From an optimization exercise on the open Yosys and OpenROAD flow, aimed at small area, a short achievable clock period and few clock cycles per item; shortcuts taken in it are not production practice.

==> inputs of run a <==
// proportional_text_layout_top
module proportional_text_layout_top (
	input  logic                            clk,
	input  logic                            arst_n,
	input  logic                            in_valid,
	output logic                            in_ready,
	input  logic                            in_kind,
	input  logic                            in_first_of_text,
	input  logic [7:0]                      in_char_code,
	input  logic [6:0]                      in_width_slot,
	input  logic [7:0]                      in_width_value,
	output logic                            out_valid,
	input  logic                            out_ready,
	output logic [ptl_pkg::COORD_BITS-1:0] out_glyph_x,
	output logic [ptl_pkg::COORD_BITS-1:0] out_glyph_y,
	output logic [ptl_pkg::GIDX_BITS-1:0]  out_glyph_index,
	input  logic                            cfg_we,
	input  logic [2:0]                      cfg_index,
	input  logic [15:0]                     cfg_data
);
Settings: LEC_CHECK=0, ABC_CLOCK_PERIOD_IN_PS=2500, CAP_MARGIN=20, CORE_MARGIN=2, CORE_UTILIZATION=40, CTS_BUF_LIST=sky130_fd_sc_hd__clkbuf_8, SETUP_SLACK_MARGIN=2.2, SLEW_MARGIN=20; clock period 5.0 ns.
run.sh (not shown) runs the stock make flow with config.mk's settings and CLKGATE_MAP_FILE= SYNTH_SCRIPT=/design/flow/synth_recipe.tcl, a recipe that flattens the netlist after the stock synthesis.
==> run b (differences from run a) <==
--- a/flow/design.v
+++ b/flow/design.v
@@ -112,42 +112,31 @@
 	assign ring_we = s1_v && s1_load && (s1_idx == t_q);
 	always_ff @(posedge clk) begin
 		for (int i = 0; i < N - 1; i++) begin
 			ring_q[i] <= ring_q[i+1];
 		end
 		ring_q[N-1] <= ring_we ? s1_val : ring_q[0];
 	end
-	logic [GB-1:0] s1_ridx_n;
 	assign rd_w = ring_q[s1_idx];
 	function automatic logic [GB-1:0] mod_sub(input logic [GB-1:0] a, input logic [GB-1:0] b);
 		logic [GB:0] d;
 		d = {1'b0, a} - {1'b0, b};
 		mod_sub = d[GB] ? d[GB-1:0] + GB'(N) : d[GB-1:0];
 	endfunction
 	function automatic logic [GB-1:0] mod_add(input logic [GB-1:0] a, input logic [GB-1:0] b);
 		logic [GB:0] s;
 		s = {1'b0, a} + {1'b0, b};
 		mod_add = (s >= (GB+1)'(N)) ? GB'(s - (GB+1)'(N)) : s[GB-1:0];
 	endfunction
 	logic          src_kind;
+	logic [GB-1:0] src_idx;
 	logic [7:0]    src_val;
 	assign src_kind = sk_v ? sk_load : in_kind;
+	assign src_idx  = sk_v ? sk_idx : in_idx;
 	assign src_val  = sk_v ? sk_val : in_val;
-	logic [GB-1:0] k1_q, k2_q, p30_q, t_nx2;
-	logic          in_range;
-	logic [GB-1:0] in_p, s1_idx_d;
-	assign t_nx2    = (t_nx == GB'(N - 1)) ? '0 : t_nx + 1'b1;
-	assign in_range = !in_char_code[7] && (in_char_code[6:0] >= 7'd33) && (in_char_code[6:0] != 7'd127);
-	assign in_p     = !in_range ? p30_q :
-		(in_char_code[6:0] >= k1_q) ? in_char_code[6:0] - k1_q : in_char_code[6:0] + k2_q;
-	always_ff @(posedge clk) begin
-		k1_q  <= t_nx2 + 7'd33;
-		k2_q  <= 7'd61 - t_nx2;
-		p30_q <= mod_sub(7'd30, t_nx2);
-	end
 	logic          s2_v, s2_ep;
 	logic          s2_gl, s2_sp, s2_nl, s2_tb;   
 	logic [GB-1:0] s2_g;
 	logic [7:0]    s2_wb;      
 	logic [7:0]    s2_d;       
 	logic [9:0]    s2_e1;      
 	logic [9:0]    s2_zc;      
@@ -212,39 +201,44 @@
 			pen_add = {x[15:9], lo[8:0]};
 		end else if (&x[15:9]) begin
 			pen_add = {CB{1'b1}};
 		end else begin
 			pen_add = {hi_inc, lo[8:0]};
 		end
 	endfunction
-	logic          amode_q, xk_q, zbn_q;
-	logic [CB-1:0] x_adv, x_ctr, x_next, x_k;
-	assign x_adv = pen_add(x_q, amode_q ? sm_q : s2_d, div_app_q ? 8'd0 : s2_wb, amode_q);
+	logic          amode;
+	logic [CB-1:0] x_adv, x_ctr, x_next;
+	assign amode = s2_tb || div_app_q;
+	assign x_adv = pen_add(x_q, amode ? sm_q : s2_d, div_app_q ? 8'd0 : s2_wb, amode);
 	assign x_ctr = pen_add(x_q, s2_d, {1'b0, s2_wb[7:1]}, 1'b0);
-	assign x_k    = s2_nl ? '0 : s2_gl ? CB'(s2_wb) : CB'(s2_d);
-	assign x_next = xk_q ? x_k : x_adv;
+	always_comb begin
+		if (div_app_q) begin
+			x_next = x_adv;
+		end else if (s2_nl) begin
+			x_next = '0;
+		end else if (zb_q) begin
+			x_next = s2_gl ? CB'(s2_wb) : CB'(s2_d);
+		end else begin
+			x_next = x_adv;
+		end
+	end
 	function automatic logic [10:0] add3(input logic [10:0] a, input logic [10:0] b,
 		input logic [10:0] c, input logic cin);
 		logic [10:0] cs_s, cs_c;
 		cs_s = a ^ b ^ c;
 		cs_c = (a & b) | (a & c) | (b & c);
 		add3 = cs_s + {cs_c[9:0], cin};
 	endfunction
-	logic [10:0] nw, n0, u1;
+	logic [10:0] sm_base, nw, n0, u1;
 	logic [7:0]  sm_red;
 	logic        sm_ok;
-	logic [10:0] zc_x, n0_s, n0_z, u1_s, u1_z;
-	assign zc_x    = {s2_zc[9], s2_zc};
+	assign sm_base = zb_q ? {s2_zc[9], s2_zc} : {3'b0, sm_q};
 	assign nw      = ~{3'b0, s2_wb};
-	assign n0_s    = add3({3'b0, s2_d}, {3'b0, s2_wb}, ~{3'b0, sm_q}, 1'b0);
-	assign n0_z    = add3({3'b0, s2_d}, {3'b0, s2_wb}, ~zc_x, 1'b0);
-	assign u1_s    = add3({3'b0, sm_q}, {s2_e1[9], s2_e1}, nw, 1'b1);
-	assign u1_z    = add3(zc_x, {s2_e1[9], s2_e1}, nw, 1'b1);
-	assign n0      = zb_q ? n0_z : n0_s;
-	assign u1      = zb_q ? u1_z : u1_s;
+	assign n0      = add3({3'b0, s2_d}, {3'b0, s2_wb}, ~sm_base, 1'b0);
+	assign u1      = add3(sm_base, {s2_e1[9], s2_e1}, nw, 1'b1);
 	always_comb begin
 		sm_ok = 1'b1;
 		if (n0[10])       sm_red = ~n0[7:0];
 		else if (!u1[10]) sm_red = u1[7:0];
 		else begin
 			sm_red = sm_q;
 			sm_ok  = 1'b0;
@@ -254,32 +248,18 @@
 	ptl_div u_div (
 		.rem      (sm_q),
 		.bit_in   (x_q[4'd15 - div_cnt_q]),
 		.divisor  (div_t_q),
 		.rem_next (div_rem_next)
 	);
 	logic s1_v_nx, s1_load_nx, sk_v_nx, z_nx, div_act_nx;
-	logic s1_tb_eff, zb_nx, nl_nx;
 	assign sk_v_nx     = s1_free ? 1'b0 : (sk_v || (accept && in_keep));
 	assign s1_v_nx     = s1_free ? (sk_v || (accept && in_keep)) : 1'b1;
 	assign s1_load_nx  = s1_free ? src_kind : s1_load;
-	always_comb begin
-		if (s1_free) begin
-			if (sk_v) s1_idx_d = sk_load ? sk_idx : mod_sub(sk_idx, t_nx);
-			else      s1_idx_d = in_kind ? in_width_slot : in_p;
-		end else if (!s1_load) begin
-			s1_idx_d = (s1_idx == '0) ? GB'(N - 1) : s1_idx - 1'b1;
-		end else begin
-			s1_idx_d = s1_idx;
-		end
-	end
 	assign div_act_nx  = (s2_go && tab_div) || div_busy_q || div_fin_q;
-	assign s1_tb_eff   = (s1_cls == ptl_pkg::CLS_TAB) && !s1_tab0;
-	assign zb_nx       = (s2_free && s1_char) ? (s1_first || z_nx) : zb_q;
-	assign nl_nx       = s2_free ? (s1_cls == ptl_pkg::CLS_NL) : s2_nl;
 	always_comb begin
 		z_nx = z_q;
 		if (s2_go) begin
 			if (s2_nl)      z_nx = 1'b1;
 			else if (s2_tb) z_nx = 1'b0;
 			else            z_nx = zb_q && ((s2_gl ? s2_wb : s2_d) == 8'd0);
 		end
@@ -288,17 +268,14 @@
 		if (!arst_n) begin
 			s1_v        <= 1'b0;
 			sk_v        <= 1'b0;
 			t_q         <= '0;
 			in_ready_q  <= 1'b1;
 			s2_v        <= 1'b0;
 			zb_q        <= 1'b1;
-			zbn_q       <= 1'b0;
-			amode_q     <= 1'b0;
-			xk_q        <= 1'b1;
 			y_q         <= CB'(175);
 			x_q         <= '0;
 			z_q         <= 1'b1;
 			sm_q        <= 8'd27;
 			rv_q        <= 1'b1;
 			ep_q        <= 1'b0;
 			div_busy_q  <= 1'b0;
@@ -307,21 +284,18 @@
 			div_cnt_q   <= '0;
 			out_valid_q <= 1'b0;
 		end else begin
 			t_q <= t_nx;
 			s1_v <= s1_v_nx;
 			sk_v <= sk_v_nx;
 			in_ready_q <= !sk_v_nx && !(s1_v_nx && !s1_load_nx && div_act_nx);
-			zb_q    <= zb_nx;
-			zbn_q   <= !zb_nx;
-			amode_q <= (s2_free ? s1_tb_eff : s2_tb) || div_fin_q;
-			xk_q    <= !div_fin_q && (nl_nx || zb_nx);
 			if (s2_free) begin
 				s2_v <= s1_char;
 				if (s1_char) begin
+					zb_q <= s1_first || z_nx;
 					y_q  <= (s1_cls == ptl_pkg::CLS_NL) ? s1_ynl : s1_yb;
 				end
 			end
 			z_q <= z_nx;
 			if (out_ready) begin
 				out_valid_q <= 1'b0;
 			end
@@ -373,41 +347,42 @@
 				ep_q <= !ep_q;
 			end
 		end
 	end
 	always_ff @(posedge clk) begin
 		if (s1_free) begin
 			s1_load <= src_kind;
+			s1_idx  <= src_kind ? src_idx : mod_sub(src_idx, t_nx);
 			s1_val  <= src_val;
+		end else if (!s1_load) begin
+			s1_idx <= (s1_idx == '0) ? GB'(N - 1) : s1_idx - 1'b1;
 		end
-		s1_idx    <= s1_idx_d;
-		s1_ridx_n <= ~s1_idx_d;
 		if (!s1_free && !sk_v) begin
 			sk_load <= in_kind;
 			sk_idx  <= in_idx;
 			sk_val  <= in_val;
 		end
 		if (s2_free) begin
 			s2_gl <= (s1_cls == ptl_pkg::CLS_GLYPH);
 			s2_sp <= (s1_cls == ptl_pkg::CLS_SPACE) || (s1_cls == ptl_pkg::CLS_TAB && s1_tab0);
 			s2_nl <= (s1_cls == ptl_pkg::CLS_NL);
-			s2_tb <= s1_tb_eff;
+			s2_tb <= (s1_cls == ptl_pkg::CLS_TAB) && !s1_tab0;
 			s2_g  <= mod_add(s1_idx, t_q);
 			s2_wb <= (s1_cls == ptl_pkg::CLS_GLYPH) ? rd_w : 8'd0;
 			s2_d  <= s1_d;
 			s2_e1 <= {2'b0, tab_q} - {2'b0, s1_d};
 			s2_zc <= {2'b0, tab_q} - 10'd1 + ((s1_cls == ptl_pkg::CLS_GLYPH) ? {2'b0, s1_d} : 10'd0);
 			s2_ep <= ep_q;
 		end
 		if (s2_go && s2_tb && !tab_fast) begin
 			div_t_q  <= s2_d;
 			div_ep_q <= s2_ep;
 		end
 		if (s2_go && s2_gl) begin
-			out_x_q   <= zbn_q ? x_ctr : CB'(s2_wb[7:1]);
+			out_x_q   <= zb_q ? CB'(s2_wb[7:1]) : x_ctr;
 			out_y_q   <= y_q;
 			out_idx_q <= s2_g;
 		end
 	end
 	assign out_valid       = out_valid_q;
 	assign out_glyph_x     = out_x_q;
 	assign out_glyph_y     = out_y_q;
CTS_BUF_LIST = default   (was sky130_fd_sc_hd__clkbuf_8)
SETUP_SLACK_MARGIN = 3.0   (was 2.2)
==> flow_metrics.py <==
metrics = {
    "setup_path": {
        "crit_path_cell_trace": "buf_6, buf_6, inv_12, ha_4, or4b_4, o21ai_4, a2111oi_4, buf_4, a22o_1, mux2i_1, ha_2, buf_6, nor2b_4, o31a_1, o31ai_4, a21o_1, nand2_1, xnor2_1, a221o_1",
        "required_ps": 5440,
    },
    "outcome": {
        "outcome": "no timing/DRC/antenna violations",
    },
    "die": {
        "coreArea_um2": 89900,
    },
    "placed_design": {
        "placed_cell_area_um2": 40300,
        "gp_congestion": 0.960,
    },
    "logic_synthesis": {
        "yosys.area_share.simple_pct": 10.4,
        "synthDistinctLibCells": 94,
    },
    "cts": {
        "clkSlewWorstSetupHoldPaths_ps": 60,
    },
    "sta": {
        "slew_headroom_pct": 17.7,
    },
}
The numbers above come from run b.

==> flow_metrics.py <==
metrics = {
    "logic_synthesis": {
        "yosys_warnings": 3,
        "yosys.area_share.simple_pct": 11.1,
        "synthDistinctLibCells": 108,
    },
    "setup_path": {
        "required_ps": 5690,
        "reg2reg_depth": 13,
        "crit_path_cell_trace": "buf_4, buf_8, nand2b_4, buf_4, nor3_4, buf_12, a2111oi_4, nand4_1, a2111oi_2, and3_4, buf_6, nand2_2, a41oi_2",
    },
    "cts": {
        "clkSlewWorstSetupHoldPaths_ps": 70,
        "numCtsBuffers": 160,
    },
    "die": {
        "coreArea_um2": 96900,
    },
    "final_layout": {
        "top_register": "ring_q",
        "largest_reg_flops": 752,
        "final_util_pct": 54.7,
    },
    "placed_design": {
        "placed_cell_area_um2": 42600,
    },
    "outcome": {
        "outcome": "no timing/DRC/antenna violations",
    },
}
The numbers above come from run a.

Function was not checked in any run of this note: the RTL went through the layout flow alone.

afterwards: timing with drivers on the ports:
The results above use ideal ports. As a check the final layouts listed here were re-extracted and re-timed, cells and wires unchanged.
Step 1 (the two cells are an assumption about what drives the block):
set clk [get_ports {clk}]
set_driving_cell -lib_cell sky130_fd_sc_hd__clkbuf_16 $clk
set_driving_cell -lib_cell sky130_fd_sc_hd__buf_2 [delete_from_list [all_inputs] $clk]
Step 2 adds t to the input delays and takes it off the output delays; t is the mean of the earliest and latest rising clock arrival at the registers after step 1. Input paths then give back, and output paths get back, about the clock's delay inside the block.
Slacks: ideal ports / drivers / drivers and shift; pairs: ideal ports / drivers.
run | shift t [ns] | slack for setup (ns) | worst register clock-pin slew, ns
run a | 0.923 | 1.477 / 1.477 / 0.983 | 0.08 / 0.08
run b | 0.738 | 1.184 / 1.227 / 0.488 | 0.07 / 0.07
After both steps setup and hold are still met in every run listed. The setup slack of run b, which loses most, moves by +0.043 ns with the drivers and by -0.696 ns with both steps.
